Background: an optimization exercise with open tools, aiming at small area, a short achievable clock period and few clock cycles per item. Do not read the settings as production practice.
Function was checked by simulation only, so behaviour that the tests miss may differ from the original.
Power is estimated from default activity; no workload was simulated.

==> 01-25 <==
// transport_receiver_connection_fsm
module transport_receiver_connection_fsm
#(
   parameter int SLOTS     = 4,
   parameter int BUF_BYTES = 4096
) (
   input  logic         clock,
   input  logic         reset,
   input  logic         req_tvalid,
   output logic         req_tready,
   input  logic [103:0] req_tdata,
   input  logic [1:0]   req_tuser,
   output logic         rsp_tvalid,
   input  logic         rsp_tready,
   output logic [95:0]  rsp_tdata,
   output logic [1:0]   rsp_tuser,
   input  logic         csr_valid,
   output logic         csr_ready,
   input  logic [2:0]   csr_index,
   input  logic [15:0]  csr_data
);
export LEC_CHECK = 0
export CAP_MARGIN = 20
export CORE_MARGIN = 2
export CORE_UTILIZATION = 40
export SLEW_MARGIN = 20
create_clock -name core_clock -period 8.0 [get_ports {clock}]
run.sh (not shown) runs the stock make flow with config.mk's settings and CLKGATE_MAP_FILE= SYNTH_SCRIPT=/design/flow/synth_recipe.tcl, a recipe that flattens the netlist after the stock synthesis.
==> inputs of 08-12, as changes to 01-25 <==
SETUP_SLACK_MARGIN = 4   (was default)
==> impl_metrics.env <==
export IMPL_clk_share_pct=4.94
export IMPL_power_density_mw_per_mm2=195
export IMPL_fillers=5154
export IMPL_finalHoldWorstSlack_ps=581
export IMPL_comb_multi_input_count=1537
export IMPL_met2_length_microns=38300
export IMPL_grt_use_met2_pct=40.8
export IMPL_worst_slack_ps=1810
export IMPL_path_buf_inv=2
export IMPL_status="timing/DRC/antenna clean"
export IMPL_sh_seq_area_pct=42.6
export IMPL_power_frac_seq_pct=46.0
export IMPL_area_delta_synth_final_pct=30.4
export IMPL_wl_microns=82400
export IMPL_cp_max_fo=5
export IMPL_power_leakage_nw=10.9
export IMPL_pwr_share_comb_pct=17.6
export IMPL_wire_per_inst_microns=25.5
(the above is from 08-12)
==> impl_metrics.env <==
export IMPL_clk_share_pct=5.30
export IMPL_comb_multi_input_count=1529
export IMPL_worst_slack_ps=467
export IMPL_grt_use_met2_pct=36.4
export IMPL_met2_length_microns=33800
export IMPL_finalHoldWorstSlack_ps=583
export IMPL_sh_seq_area_pct=46.9
export IMPL_power_frac_seq_pct=48.2
export IMPL_wire_per_inst_microns=23.8
export IMPL_pwr_share_comb_pct=14.5
export IMPL_area_delta_synth_final_pct=18.3
export IMPL_status="timing/DRC/antenna clean"
export IMPL_fillers=5367
export IMPL_path_buf_inv=1
(the above is from 01-25)
Testbench counts of 01-25, summed over its fixed seeds: cycles 4,808, items 4,800.
Testbench counts of 08-12, summed over its fixed seeds: cycles 4,808, items 4,800.


==> job 5674 <==
Another version of the RTL of transport_receiver_connection_fsm (not shown whole).
==> flow/config.mk <==
export PLATFORM = sky130hd
export DESIGN_NAME = transport_receiver_connection_fsm
export DESIGN_NICKNAME = transport_receiver_connection_fsm
export VERILOG_FILES = /design/flow/design.v
export SDC_FILE = /design/flow/constraint.sdc
export NUM_CORES = 4
export LEC_CHECK = 0
export CAP_MARGIN = 20
export CORE_MARGIN = 2
export CORE_UTILIZATION = 40
export SETUP_SLACK_MARGIN = 4
export SLEW_MARGIN = 20
export TNS_END_PERCENT = 5
==> flow/constraint.sdc <==
create_clock -name core_clock -period 8.0 [get_ports {clock}]
set_input_delay 1.6000 -clock core_clock [delete_from_list [all_inputs] [get_ports {clock}]]
set_output_delay 1.6000 -clock core_clock [all_outputs]
set_load 0.01 [all_outputs]
==> inputs of job 1727, as changes to job 5674 <==
--- a/flow/design.v
+++ b/flow/design.v
@@ -109,11 +109,11 @@
    logic        s1_seg, s1_lis, s1_con, s1_tick;
    logic        s1_syn, s1_fin, s1_data;
    logic [7:0]  s1_node;
    logic [15:0] s1_from;
    logic [31:0] s1_seq;
-   logic [12:0] r_slen, r_rlen;
+   logic [12:0] s1_op;          
    assign r_to    = req_tdata[44:29];
    assign s1_seg  = (req_tuser == CMD_SEGMENT);
    assign s1_lis  = (req_tuser == CMD_LISTEN);
    assign s1_con  = (req_tuser == CMD_CONSUME);
    assign s1_tick = (req_tuser == CMD_TICK);
@@ -121,12 +121,11 @@
    assign s1_fin  = (req_tdata[4:2] == SEG_FIN);
    assign s1_data = (req_tdata[4:2] == SEG_DATA);
    assign s1_node = req_tdata[12:5];
    assign s1_from = req_tdata[28:13];
    assign s1_seq  = req_tdata[76:45];
-   assign r_slen  = req_tdata[89:77];
-   assign r_rlen  = req_tdata[102:90];
+   assign s1_op   = s1_con ? ~req_tdata[102:90] : req_tdata[89:77];
    always_comb begin
       for (int i = 0; i < 4; i++) begin
          match[i] = enable_ff[i] && (port_ff[i] == r_to);
       end
       if (s1_seg) begin
@@ -142,50 +141,83 @@
    logic [7:0]  node_ff [4];
    logic [15:0] pport_ff[4];
    logic [31:0] seq_ff  [4];    
    logic [11:0] used_ff [4];
    logic [1:0]  m_st;
+   logic [7:0]  m_node;
+   logic [15:0] m_pport;
+   logic [31:0] m_seq;
    logic [11:0] m_used;
    logic        m_en;
    always_comb begin
       m_st    = '0;
+      m_node  = '0;
+      m_pport = '0;
+      m_seq   = '0;
       m_used  = '0;
       m_en    = 1'b0;
       for (int i = 0; i < 4; i++) begin
          m_st    = m_st    | ({2{s1_sel[i]}}  & st_ff[i]);
+         m_node  = m_node  | ({8{s1_sel[i]}}  & node_ff[i]);
+         m_pport = m_pport | ({16{s1_sel[i]}} & pport_ff[i]);
+         m_seq   = m_seq   | ({32{s1_sel[i]}} & seq_ff[i]);
          m_used  = m_used  | ({12{s1_sel[i]}} & used_ff[i]);
          m_en    = m_en    | (s1_sel[i] & enable_ff[i]);
       end
    end
-   logic        peer_eq, seq_eq, add_ok, found;
+   function automatic logic [32:0] padd32(input logic [31:0] a, input logic [31:0] b,
+                                          input logic cin);
+      logic [31:0] g, p, gg, pp, gn, pn;
+      logic [32:0] r;
+      g  = a & b;
+      p  = a ^ b;
+      gg = g;
+      pp = p;
+      gg[0] = g[0] | (p[0] & cin);
+      for (int l = 0; l < 5; l++) begin
+         gn = gg;
+         pn = pp;
+         for (int i = 0; i < 32; i++) begin
+            if (((i >> l) & 1) == 1) begin
+               gn[i] = gg[i] | (pp[i] & gg[((i >> l) << l) - 1]);
+               pn[i] = pp[i] & pp[((i >> l) << l) - 1];
+            end
+         end
+         gg = gn;
+         pp = pn;
+      end
+      r[0] = p[0] ^ cin;
+      for (int i = 1; i < 32; i++) r[i] = p[i] ^ gg[i-1];
+      r[32] = gg[31];
+      padd32 = r;
+   endfunction
+   function automatic logic [12:0] padd12(input logic [11:0] a, input logic [11:0] b,
+                                          input logic cin);
+      logic [32:0] r;
+      r = padd32({20'd0, a}, {20'd0, b}, cin);
+      padd12 = r[12:0];
+   endfunction
+   function automatic logic [15:0] dec16(input logic [15:0] x);
+      logic [15:0] r;
+      logic        z;
+      z = 1'b1;
+      for (int j = 0; j < 16; j++) begin
+         r[j] = x[j] ^ z;
+         z    = z & !x[j];
+      end
+      dec16 = r;
+   endfunction
+   logic        peer_eq, seq_eq, add_ok, cnt_le1, found;
+   logic [12:0] add_res;
    logic [31:0] seq_sum;
    assign found   = |s1_sel;
-   logic [3:0] peq_i, seq_i;
-   always_comb begin
-      for (int i = 0; i < 4; i++) begin
-         peq_i[i] = (node_ff[i] == s1_node) && (pport_ff[i] == s1_from);
-         seq_i[i] = (seq_ff[i] == s1_seq);
-      end
-   end
-   assign peer_eq = |(s1_sel & peq_i);
-   assign seq_eq  = |(s1_sel & seq_i);
-   logic [12:0] addop;
-   logic [13:0] sum_i [4];
-   logic [3:0]  ok_i;
-   logic [12:0] fcar_i [4];
-   logic [12:0] cbor_i [4];
-   assign addop = s1_con ? {~r_rlen[11:0], 1'b1} : {r_slen[11:0], 1'b0};
-   always_comb begin
-      for (int i = 0; i < 4; i++) begin
-         sum_i[i] = {1'b0, used_ff[i], 1'b1} + {1'b0, addop};
-         fcar_i[i] = {1'b0, used_ff[i]} + {1'b0, r_slen[11:0]};
-         cbor_i[i] = {1'b0, used_ff[i]} - {1'b0, r_rlen[11:0]};
-         ok_i[i]  = s1_con ? (!cbor_i[i][12] && !r_rlen[12]) : (!fcar_i[i][12] && !r_slen[12]);
-      end
-   end
-   assign add_ok = |(s1_sel & ok_i);
-   assign seq_sum = s1_seq + {19'd0, r_slen};
+   assign peer_eq = (m_node == s1_node) && (m_pport == s1_from);
+   assign seq_eq  = (m_seq == s1_seq);
+   assign add_res = padd12(m_used, s1_op[11:0], s1_con);
+   assign add_ok  = (add_res[12] == s1_con) && (s1_op[12] == s1_con);
+   assign seq_sum = padd32(s1_seq, {19'd0, s1_op}, 1'b0);
+   assign cnt_le1 = (m_seq[15:1] == 15'd0);
    logic [1:0]  status, rtype, o_st;
    logic        reply, dack;
    logic        w_peer, w_seq, w_used, w_fin, w_lis;
    always_comb begin
       status      = STATUS_OK;
@@ -264,10 +296,13 @@
             status = STATUS_SHORT;
          end else begin
             w_used = 1'b1;
          end
       end else begin
+         if (m_st == CONN_CWAIT && cnt_le1) begin
+            o_st        = CONN_CLOSED;
+         end
       end
       if (!reply) rtype = REPLY_SYNACK;
    end
    logic [3:0] rsel_ff;         
    logic [3:0] asel_ff;         
@@ -316,39 +351,33 @@
    assign rsp_tvalid = rv_ff;
    assign rsp_tuser  = rtype_ff;
    assign rsp_tdata  = {6'd0, 1'b0, o_used, o_state, status_ff, o_ack, o_from, o_to, o_node,
                         |rsel_ff};
    logic [31:0] wseq;
-   logic [1:0]  wst;
    assign wseq = s1_data ? seq_sum : s1_seq;
-   assign wst  = (reset || s1_tick) ? CONN_CLOSED :
-                 s1_lis             ? CONN_LISTEN :
-                 s1_fin             ? CONN_CWAIT  : CONN_OPEN;
-   logic [3:0]  tick_i, close_i, w_st_i, w_used_i, w_shi_i, w_slo_i;
-   logic [15:0] slo_n [4];
+   logic [3:0]  tick_i, close_i, w_st_i, w_used_i;
+   logic [1:0]  st_n [4];
    logic [11:0] used_n [4];
    always_comb begin
       for (int i = 0; i < 4; i++) begin
          tick_i[i]   = acc && s1_tick && st_ff[i] == CONN_CWAIT;
          close_i[i]  = tick_i[i] && (seq_ff[i][15:1] == 15'd0);
          w_st_i[i]   = reset || close_i[i] || (acc && s1_sel[i] && (w_peer || w_fin || w_lis));
          w_used_i[i] = reset || close_i[i] || (acc && s1_sel[i] && w_used);
-         w_shi_i[i]  = acc && s1_sel[i] && w_seq;
-         w_slo_i[i]  = (acc && s1_sel[i] && (w_seq || w_fin)) || (tick_i[i] && !close_i[i]);
-         used_n[i]   = (reset || s1_tick) ? 12'd0 : sum_i[i][12:1];
-         slo_n[i]    = s1_tick ? seq_ff[i][15:0] - 16'd1 :
-                       s1_fin  ? closewait_ff : wseq[15:0];
+         st_n[i]     = (reset || close_i[i]) ? CONN_CLOSED : o_st;
+         used_n[i]   = (reset || close_i[i]) ? 12'd0 : add_res[11:0];
       end
    end
    always_ff @(posedge clock) begin
       for (int i = 0; i < 4; i++) begin
-         if (w_st_i[i]) st_ff[i] <= wst;
+         if (w_st_i[i]) st_ff[i] <= st_n[i];
          if (w_used_i[i]) used_ff[i] <= used_n[i];
          if (acc && s1_sel[i] && w_peer) begin
             node_ff[i]  <= s1_node;
             pport_ff[i] <= s1_from;
          end
-         if (w_shi_i[i]) seq_ff[i][31:16] <= wseq[31:16];
-         if (w_slo_i[i]) seq_ff[i][15:0] <= slo_n[i];
+         if (acc && s1_sel[i] && w_seq) seq_ff[i] <= wseq;
+         if (acc && s1_sel[i] && w_fin) seq_ff[i][15:0] <= closewait_ff;
+         if (tick_i[i] && !close_i[i]) seq_ff[i][15:0] <= dec16(seq_ff[i][15:0]);
       end
    end
 endmodule
Settings changed: TNS_END_PERCENT 5 to default.
==> inputs of job 9638, as changes to job 5674 <==
--- a/flow/design.v
+++ b/flow/design.v
@@ -169,19 +169,15 @@
    assign peer_eq = |(s1_sel & peq_i);
    assign seq_eq  = |(s1_sel & seq_i);
    logic [12:0] addop;
    logic [13:0] sum_i [4];
    logic [3:0]  ok_i;
-   logic [12:0] fcar_i [4];
-   logic [12:0] cbor_i [4];
    assign addop = s1_con ? {~r_rlen[11:0], 1'b1} : {r_slen[11:0], 1'b0};
    always_comb begin
       for (int i = 0; i < 4; i++) begin
          sum_i[i] = {1'b0, used_ff[i], 1'b1} + {1'b0, addop};
-         fcar_i[i] = {1'b0, used_ff[i]} + {1'b0, r_slen[11:0]};
-         cbor_i[i] = {1'b0, used_ff[i]} - {1'b0, r_rlen[11:0]};
-         ok_i[i]  = s1_con ? (!cbor_i[i][12] && !r_rlen[12]) : (!fcar_i[i][12] && !r_slen[12]);
+         ok_i[i]  = (sum_i[i][13] == s1_con) && !(s1_con ? r_rlen[12] : r_slen[12]);
       end
    end
    assign add_ok = |(s1_sel & ok_i);
    assign seq_sum = s1_seq + {19'd0, r_slen};
    logic [1:0]  status, rtype, o_st;
Settings changed: TNS_END_PERCENT 5 to default.
==> notes <==
Job 5674 went through all stages and came out clean. Job 9638 finished clean. Job 1727 ran to the end with no violations. The lowest combinational power belongs to job 1727, the highest to job 9638. In job 1727 the clock-buffer cell count is lower than in job 9638, by 6. Of job 9638 and job 1727, job 9638 has the higher wire length (gap 2.5%, measured against job 1727). Of job 5674 and job 1727, job 1727 has the higher clock skew (gap 0.0073 ns). Worst hold slack: job 9638 > job 1727 > job 5674.
==> figures <==
	job 1727	job 5674	job 9638
Clock net power	2050 uW	2020 uW	2020 uW
Non-clock buffer total of the final layout	465	301	461
Parity-gate share of the synthesized area counting xor and xnor cells	5.02%	14.4%	14.9%
Total stage count of the critical path	27	12	20
Run status	timing/DRC/antenna clean	timing/DRC/antenna clean	timing/DRC/antenna clean
Fraction of area in multi-input gates	37.1%	43.4%	39.7%
Total power of the final layout	5520 uW	5530 uW	5670 uW
Number of standard cells in the layout, taps in and fillers out	3170	3342	3350
Met3 layer usage reported by global route	4.68%	5.35%	4.04%
Pwr per Cell Area	180 nW/um2	182 nW/um2	180 nW/um2
Post-detailed-route via-to-cell ratio	5.99	5.91	5.81
Testbench counts of job 5674, summed over its fixed seeds: cycles 4,808, items 4,800.
Testbench counts of job 1727, summed over its fixed seeds: cycles 4,808, items 4,800.
Testbench counts of job 9638, summed over its fixed seeds: cycles 4,808, items 4,800.


==> v25 <==
==> flow/design.v <==
`timescale 1ns / 1ps
package trcf_pkg;
   localparam int FIELD_LEN_W = 13;
   localparam logic [1:0] CMD_SEGMENT = 2'd0;
   localparam logic [1:0] CMD_LISTEN  = 2'd1;
   localparam logic [1:0] CMD_CONSUME = 2'd2;
   localparam logic [1:0] CMD_TICK    = 2'd3;
   localparam logic [2:0] SEG_SYN  = 3'd0;
   localparam logic [2:0] SEG_FIN  = 3'd2;
   localparam logic [2:0] SEG_DATA = 3'd4;
   localparam logic [1:0] REPLY_SYNACK  = 2'd0;
   localparam logic [1:0] REPLY_FINACK  = 2'd1;
   localparam logic [1:0] REPLY_DATAACK = 2'd2;
   localparam logic [1:0] STATUS_OK      = 2'd0;
   localparam logic [1:0] STATUS_REFUSED = 2'd1;
   localparam logic [1:0] STATUS_SHORT   = 2'd2;
   localparam logic [1:0] STATUS_NO_SLOT = 2'd3;
   localparam logic [1:0] CONN_CLOSED = 2'd0;
   localparam logic [1:0] CONN_LISTEN = 2'd1;
   localparam logic [1:0] CONN_OPEN   = 2'd2;
   localparam logic [1:0] CONN_CWAIT  = 2'd3;
   localparam logic [2:0] REG_ENABLE    = 3'd0;
   localparam logic [2:0] REG_PORT0     = 3'd1;
   localparam logic [2:0] REG_CLOSEWAIT = 3'd5;
   localparam logic [15:0] CLOSEWAIT_RESET = 16'd100;
   typedef struct packed {
      logic [FIELD_LEN_W-1:0] read_length;
      logic [FIELD_LEN_W-1:0] seg_length;
      logic [31:0]            seq_num;
      logic [15:0]            to_port;
      logic [15:0]            from_port;
      logic [7:0]             src_node;
      logic [2:0]             seg_type;
      logic [1:0]             slot;
   } req_data_type;
   typedef struct packed {
      logic [FIELD_LEN_W-1:0] buffered_bytes;
      logic [1:0]             slot_state;
      logic [1:0]             status;
      logic [31:0]            reply_ack_num;
      logic [15:0]            reply_from_port;
      logic [15:0]            reply_to_port;
      logic [7:0]             reply_node;
      logic                   reply_valid;
   } rsp_data_type;
   typedef struct packed {
      logic [1:0]             conn_state;
      logic [7:0]             peer_node;
      logic [15:0]            peer_port;
      logic [31:0]            expected_seq;
      logic [FIELD_LEN_W-1:0] used_bytes;
      logic [15:0]            closewait_count;
   } slot_entry_type;
   localparam int SLOT_ENTRY_W = 2 + 8 + 16 + 32 + FIELD_LEN_W + 16;
   typedef struct packed {
      logic [31:0] a;
      logic [31:0] b;
      logic        sub;
   } alu_op_type;
   typedef struct packed {
      logic [31:0] result;
      logic        borrow;
      logic        zero;
   } alu_res_type;
endpackage
`timescale 1ns / 1ps
import trcf_pkg::*;
module transport_receiver_connection_fsm
#(
   parameter int SLOTS     = 4,
   parameter int BUF_BYTES = 4096
) (
   input  logic         clock,
   input  logic         reset,
   input  logic         req_tvalid,
   output logic         req_tready,
   input  logic [103:0] req_tdata,
   input  logic [1:0]   req_tuser,
   output logic         rsp_tvalid,
   input  logic         rsp_tready,
   output logic [95:0]  rsp_tdata,
   output logic [1:0]   rsp_tuser,
   input  logic         csr_valid,
   output logic         csr_ready,
   input  logic [2:0]   csr_index,
   input  logic [15:0]  csr_data
);
   logic [3:0]  enable_ff;
   logic [15:0] port_ff [4];
   logic [15:0] closewait_ff;
   assign csr_ready = !reset;
   always_ff @(posedge clock) begin
      if (reset) begin
         enable_ff    <= '0;
         closewait_ff <= CLOSEWAIT_RESET;
         for (int i = 0; i < 4; i++) port_ff[i] <= '0;
      end else if (csr_valid) begin
         if (csr_index == 3'd0) enable_ff <= csr_data[3:0];
         if (csr_index == 3'd5) closewait_ff <= csr_data;
         for (int i = 0; i < 4; i++) begin
            if (csr_index == 3'(i + 1)) port_ff[i] <= csr_data;
         end
      end
   end
   logic [1:0]  r_slot;
   logic [2:0]  r_type;
   logic [7:0]  r_node;
   logic [15:0] r_from;
   logic [15:0] r_to;
   logic [31:0] r_seq;
   logic [12:0] r_slen;
   logic [12:0] r_rlen;
   assign r_slot = req_tdata[1:0];
   assign r_type = req_tdata[4:2];
   assign r_node = req_tdata[12:5];
   assign r_from = req_tdata[28:13];
   assign r_to   = req_tdata[44:29];
   assign r_seq  = req_tdata[76:45];
   assign r_slen = req_tdata[89:77];
   assign r_rlen = req_tdata[102:90];
   logic is_seg, is_lis, is_con, is_tick;
   logic t_syn, t_fin, t_data;
   assign is_seg  = (req_tuser == CMD_SEGMENT);
   assign is_lis  = (req_tuser == CMD_LISTEN);
   assign is_con  = (req_tuser == CMD_CONSUME);
   assign is_tick = (req_tuser == CMD_TICK);
   assign t_syn   = (r_type == SEG_SYN);
   assign t_fin   = (r_type == SEG_FIN);
   assign t_data  = (r_type == SEG_DATA);
   logic [1:0]  st_ff   [4];
   logic [7:0]  node_ff [4];
   logic [15:0] pport_ff[4];
   logic [31:0] seq_ff  [4];    
   logic [11:0] used_ff [4];
   logic       rv_ff;
   logic [3:0] rsel_ff;         
   logic [3:0] asel_ff;         
   logic [3:0] hsel_ff;         
   logic [1:0] status_ff;
   logic [1:0] rtype_ff;
   logic acc;
   assign req_tready = !reset && (!rv_ff || rsp_tready);
   assign acc        = req_tvalid && req_tready;
   logic [3:0]  match, sel, kdec;
   logic [31:0] seq_sum;
   logic [12:0] addop;
   logic        found;
   assign seq_sum = r_seq + {19'd0, r_slen};
   assign addop   = is_con ? ~r_rlen : r_slen;
   always_comb begin
      for (int i = 0; i < 4; i++) begin
         match[i] = enable_ff[i] && (port_ff[i] == r_to);
         kdec[i]  = (r_slot == 2'(i));
      end
      sel[0] = match[0];
      sel[1] = match[1] && !match[0];
      sel[2] = match[2] && !match[1] && !match[0];
      sel[3] = match[3] && !match[2] && !match[1] && !match[0];
      found  = |match;
   end
   logic [3:0]  peer_eq, seq_eq, add_ok;
   logic [12:0] add_res [4];
   logic [3:0]  w_peer, w_seq, w_data, w_fin, w_lis, w_con;
   logic [3:0]  ok_i, reply_i, short_i;
   logic [1:0]  rt_i [4];
   logic [3:0]  tclose;
   logic [15:0] tdec [4];
   always_comb begin
      for (int i = 0; i < 4; i++) begin
         peer_eq[i] = (node_ff[i] == r_node) && (pport_ff[i] == r_from);
         seq_eq[i]  = (seq_ff[i] == r_seq);
         add_res[i] = {1'b0, used_ff[i]} + {1'b0, addop[11:0]} + {12'd0, is_con};
         add_ok[i]  = (add_res[i][12] == is_con) && (addop[12] == is_con);
         w_peer[i]  = 1'b0;
         w_seq[i]   = 1'b0;
         w_data[i]  = 1'b0;
         w_fin[i]   = 1'b0;
         w_lis[i]   = 1'b0;
         w_con[i]   = 1'b0;
         ok_i[i]    = 1'b0;
         reply_i[i] = 1'b0;
         short_i[i] = 1'b0;
         rt_i[i]    = REPLY_SYNACK;
         case (st_ff[i])
            CONN_LISTEN: begin
               if (t_syn) begin
                  w_peer[i]  = 1'b1;
                  w_seq[i]   = 1'b1;
                  ok_i[i]    = 1'b1;
                  reply_i[i] = 1'b1;
               end
            end
            CONN_OPEN: begin
               if (peer_eq[i]) begin
                  if (t_syn) begin
                     w_seq[i]   = 1'b1;
                     ok_i[i]    = 1'b1;
                     reply_i[i] = 1'b1;
                  end else if (t_data) begin
                     ok_i[i] = 1'b1;
                     rt_i[i] = REPLY_DATAACK;
                     if (!seq_eq[i]) begin
                        reply_i[i] = 1'b1;
                     end else if (add_ok[i]) begin
                        w_seq[i]   = 1'b1;
                        w_data[i]  = 1'b1;
                        reply_i[i] = 1'b1;
                     end
                  end else if (t_fin) begin
                     w_fin[i]   = 1'b1;
                     ok_i[i]    = 1'b1;
                     reply_i[i] = 1'b1;
                     rt_i[i]    = REPLY_FINACK;
                  end
               end
            end
            CONN_CWAIT: begin
               if (t_fin) begin
                  ok_i[i]    = 1'b1;
                  reply_i[i] = 1'b1;
                  rt_i[i]    = REPLY_FINACK;
               end
            end
            default: ;
         endcase
         w_lis[i]   = enable_ff[i] && (st_ff[i] == CONN_CLOSED);
         w_con[i]   = enable_ff[i] && (st_ff[i] == CONN_OPEN) && add_ok[i];
         short_i[i] = enable_ff[i] && (st_ff[i] == CONN_OPEN) && !add_ok[i];
         tclose[i] = (seq_ff[i][15:1] == 15'd0);
         tdec[i]   = seq_ff[i][15:0] - 16'd1;
      end
   end
   logic [31:0] wseq;
   assign wseq = t_data ? seq_sum : r_seq;
   always_ff @(posedge clock) begin
      for (int i = 0; i < 4; i++) begin
         if (reset) begin
            st_ff[i]   <= CONN_CLOSED;
            used_ff[i] <= '0;
         end else if (acc) begin
            if (is_seg && sel[i]) begin
               if (w_peer[i]) begin
                  node_ff[i]  <= r_node;
                  pport_ff[i] <= r_from;
                  st_ff[i]    <= CONN_OPEN;
               end
               if (w_seq[i]) seq_ff[i] <= wseq;
               if (w_data[i]) used_ff[i] <= add_res[i][11:0];
               if (w_fin[i]) begin
                  st_ff[i]         <= CONN_CWAIT;
                  seq_ff[i][15:0]  <= closewait_ff;
               end
            end
            if (is_lis && kdec[i] && w_lis[i]) st_ff[i] <= CONN_LISTEN;
            if (is_con && kdec[i] && w_con[i]) used_ff[i] <= add_res[i][11:0];
            if (is_tick && st_ff[i] == CONN_CWAIT) begin
               if (tclose[i]) begin
                  st_ff[i]   <= CONN_CLOSED;
                  used_ff[i] <= '0;
               end else begin
                  seq_ff[i][15:0] <= tdec[i];
               end
            end
         end
      end
   end
   logic [1:0] status_n, rtype_n;
   logic [3:0] rsel_n, asel_n, hsel_n;
   always_comb begin
      status_n = STATUS_OK;
      rtype_n  = REPLY_SYNACK;
      rsel_n   = '0;
      asel_n   = '0;
      hsel_n   = kdec;
      if (is_seg) begin
         hsel_n = sel;
         if (!found) begin
            status_n = STATUS_NO_SLOT;
         end else begin
            status_n = STATUS_REFUSED;
            for (int i = 0; i < 4; i++) begin
               if (sel[i]) begin
                  if (ok_i[i]) status_n = STATUS_OK;
                  if (reply_i[i]) begin
                     rtype_n   = rt_i[i];
                     rsel_n[i] = 1'b1;
                     asel_n[i] = (rt_i[i] == REPLY_DATAACK);
                  end
               end
            end
         end
      end else if (is_lis) begin
         status_n = (|(kdec & w_lis)) ? STATUS_OK : STATUS_REFUSED;
      end else if (is_con) begin
         status_n = (|(kdec & w_con))   ? STATUS_OK :
                    (|(kdec & short_i)) ? STATUS_SHORT : STATUS_REFUSED;
      end
   end
   always_ff @(posedge clock) begin
      if (reset) begin
         rv_ff <= 1'b0;
      end else if (acc) begin
         rv_ff <= 1'b1;
      end else if (rsp_tready) begin
         rv_ff <= 1'b0;
      end
   end
   always_ff @(posedge clock) begin
      if (acc) begin
         status_ff <= status_n;
         rtype_ff  <= rtype_n;
         rsel_ff   <= rsel_n;
         asel_ff   <= asel_n;
         hsel_ff   <= hsel_n;
      end
   end
   logic [7:0]  o_node;
   logic [15:0] o_to, o_from;
   logic [31:0] o_ack;
   logic [1:0]  o_state;
   logic [11:0] o_used;
   always_comb begin
      o_node  = '0;
      o_to    = '0;
      o_from  = '0;
      o_ack   = '0;
      o_state = '0;
      o_used  = '0;
      for (int i = 0; i < 4; i++) begin
         o_node  = o_node  | ({8{rsel_ff[i]}}  & node_ff[i]);
         o_to    = o_to    | ({16{rsel_ff[i]}} & pport_ff[i]);
         o_from  = o_from  | ({16{rsel_ff[i]}} & port_ff[i]);
         o_ack   = o_ack   | ({32{asel_ff[i]}} & seq_ff[i]);
         o_state = o_state | ({2{hsel_ff[i]}}  & st_ff[i]);
         o_used  = o_used  | ({12{hsel_ff[i]}} & used_ff[i]);
      end
   end
   assign rsp_tvalid = rv_ff;
   assign rsp_tuser  = rtype_ff;
   assign rsp_tdata  = {6'd0, 1'b0, o_used, o_state, status_ff, o_ack, o_from, o_to, o_node,
                        |rsel_ff};
endmodule
==> flow/run.sh <==
#!/bin/bash
# synth_recipe.tcl (not shown) runs the flow's synth.tcl, then flattens the netlist and writes it again
# the make line also repeats each setting of config.mk as NAME=value (left out here)
make -C /OpenROAD-flow-scripts/flow DESIGN_CONFIG=/design/flow/config.mk WORK_HOME=/design/flow/orfs CLKGATE_MAP_FILE= SYNTH_SCRIPT=/design/flow/synth_recipe.tcl finish
==> flow/config.mk <==
export PLATFORM = sky130hd
export DESIGN_NAME = transport_receiver_connection_fsm
export DESIGN_NICKNAME = transport_receiver_connection_fsm
export VERILOG_FILES = /design/flow/design.v
export SDC_FILE = /design/flow/constraint.sdc
export NUM_CORES = 4
export LEC_CHECK = 0
export CAP_MARGIN = 20
export CORE_MARGIN = 2
export CORE_UTILIZATION = 40
export SLEW_MARGIN = 20
==> flow/constraint.sdc <==
create_clock -name core_clock -period 8.0 [get_ports {clock}]
set_input_delay 1.6000 -clock core_clock [delete_from_list [all_inputs] [get_ports {clock}]]
set_output_delay 1.6000 -clock core_clock [all_outputs]
set_load 0.01 [all_outputs]
==> v38: changes against v25 <==
SETUP_SLACK_MARGIN = 4   (was not set)
==> summary of the runs <==
v38 went through all stages and came out clean. v25 ran to the end with no violations. Design area: v38 is larger than v25 (about 10%). Against v25, the wire length of v38 is larger by 1.6%. Synthesized cell count is the same in v25 and v38. Against v25, the register-to-register slack of v38 is better by 0.78 ns. Clock power: v38 is lower than v25 (about 7%). In v25 the sequential share of layout area is higher than in v38, by 3.0 points. Worst setup slack: v38 is higher than v25 (1.7 ns). Critical path depth is the same in v38 and v25. Flip-flop and latch count is the same in v38 and v25.
==> figures <==
metric	v38	v25
Wire length of the first global-routing pass	147000 um	147000 um
Pin count of the biggest net entering global routing	90	93
Non-clock buffer share	0.123	0.0894
Power density relative to cell area	157 mW/mm2	175 mW/mm2
Wire length on met1	40900 um	40400 um
Number of global-route vias before repair	22705	22736
Run status	finished clean	finished clean
Fin nets	3279	3163
Antenna violations before repair	5	8
Weighted congestion at the end of routability-driven global placement	0.983	0.982
Post-layout instance area	0.0330 mm2	0.0300 mm2
Final min period	4.75 ns	6.41 ns
Worst Setup Slack post-DPL	1.37 ns	1.03 ns
Relative contribution of sequential cells to total power	0.420	0.414
Overall power of the completed layout	5.17 mW	5.25 mW
Worst Path Buf+Inv	4	3
Proportion of cell area occupied by registers	0.304	0.334
Ant diodes	2	4
Slowest Stage Delay on Critical Path	0.46 ns	0.75 ns
Fraction of area in multi-input gates	0.486	0.477
Testbench counts of v25, summed over its fixed seeds: cycles 4,808, items 4,800.
Testbench counts of v38, summed over its fixed seeds: cycles 4,808, items 4,800.

## separate check: timing with driven ports
The results above use ideal ports. As a check the final layouts listed here were re-extracted and re-timed, cells and wires unchanged.
Step 1 sets driving cells, clkbuf_16 on the clock port and buf_2 on the other inputs (assumed; they add their load-dependent delay and slew).
Step 2 times the ports against the registers' clock, not the clock port: input delays grow and output delays shrink by t, the midpoint of the rising clock arrivals with the driver on.
a / b / c = ideal ports / drivers / drivers and shift; a / b = the first two.
| run | t (ns) | slack for setup (ns) | hold slack, ns | slew at the worst register clock pin (ns) | cell pins on the clock port's net |
|---|---|---|---|---|---|
| 01-25 | 0.649 | 0.467 / 0.407 / 1.056 | 0.583 / 0.583 / 0.583 | 0.06 / 0.06 | 1 |
| 08-12 | 0.665 | 1.807 / 1.743 / 2.408 | 0.581 / 0.581 / 0.581 | 0.06 / 0.06 | 1 |
| job 5674 | 0.645 | 3.231 / 3.263 / 2.617 | 0.604 / 0.604 / 0.604 | 0.07 / 0.07 | 1 |
| job 1727 | 0.644 | 1.394 / 1.410 / 0.766 | 0.635 / 0.635 / 0.635 | 0.06 / 0.06 | 1 |
| job 9638 | 0.655 | 3.196 / 3.166 / 2.512 | 0.648 / 0.648 / 0.648 | 0.06 / 0.06 | 1 |
| v25 | 0.663 | 1.590 / 1.549 / 0.886 | 0.481 / 0.481 / 0.481 | 0.07 / 0.07 | 1 |
| v38 | 0.665 | 3.252 / 3.246 / 2.580 | 0.485 / 0.485 / 0.485 | 0.07 / 0.07 | 1 |
After both steps every run listed still meets setup and hold. The setup slack of v25, which loses most, moves by -0.041 ns with the drivers and by -0.704 ns with both steps.
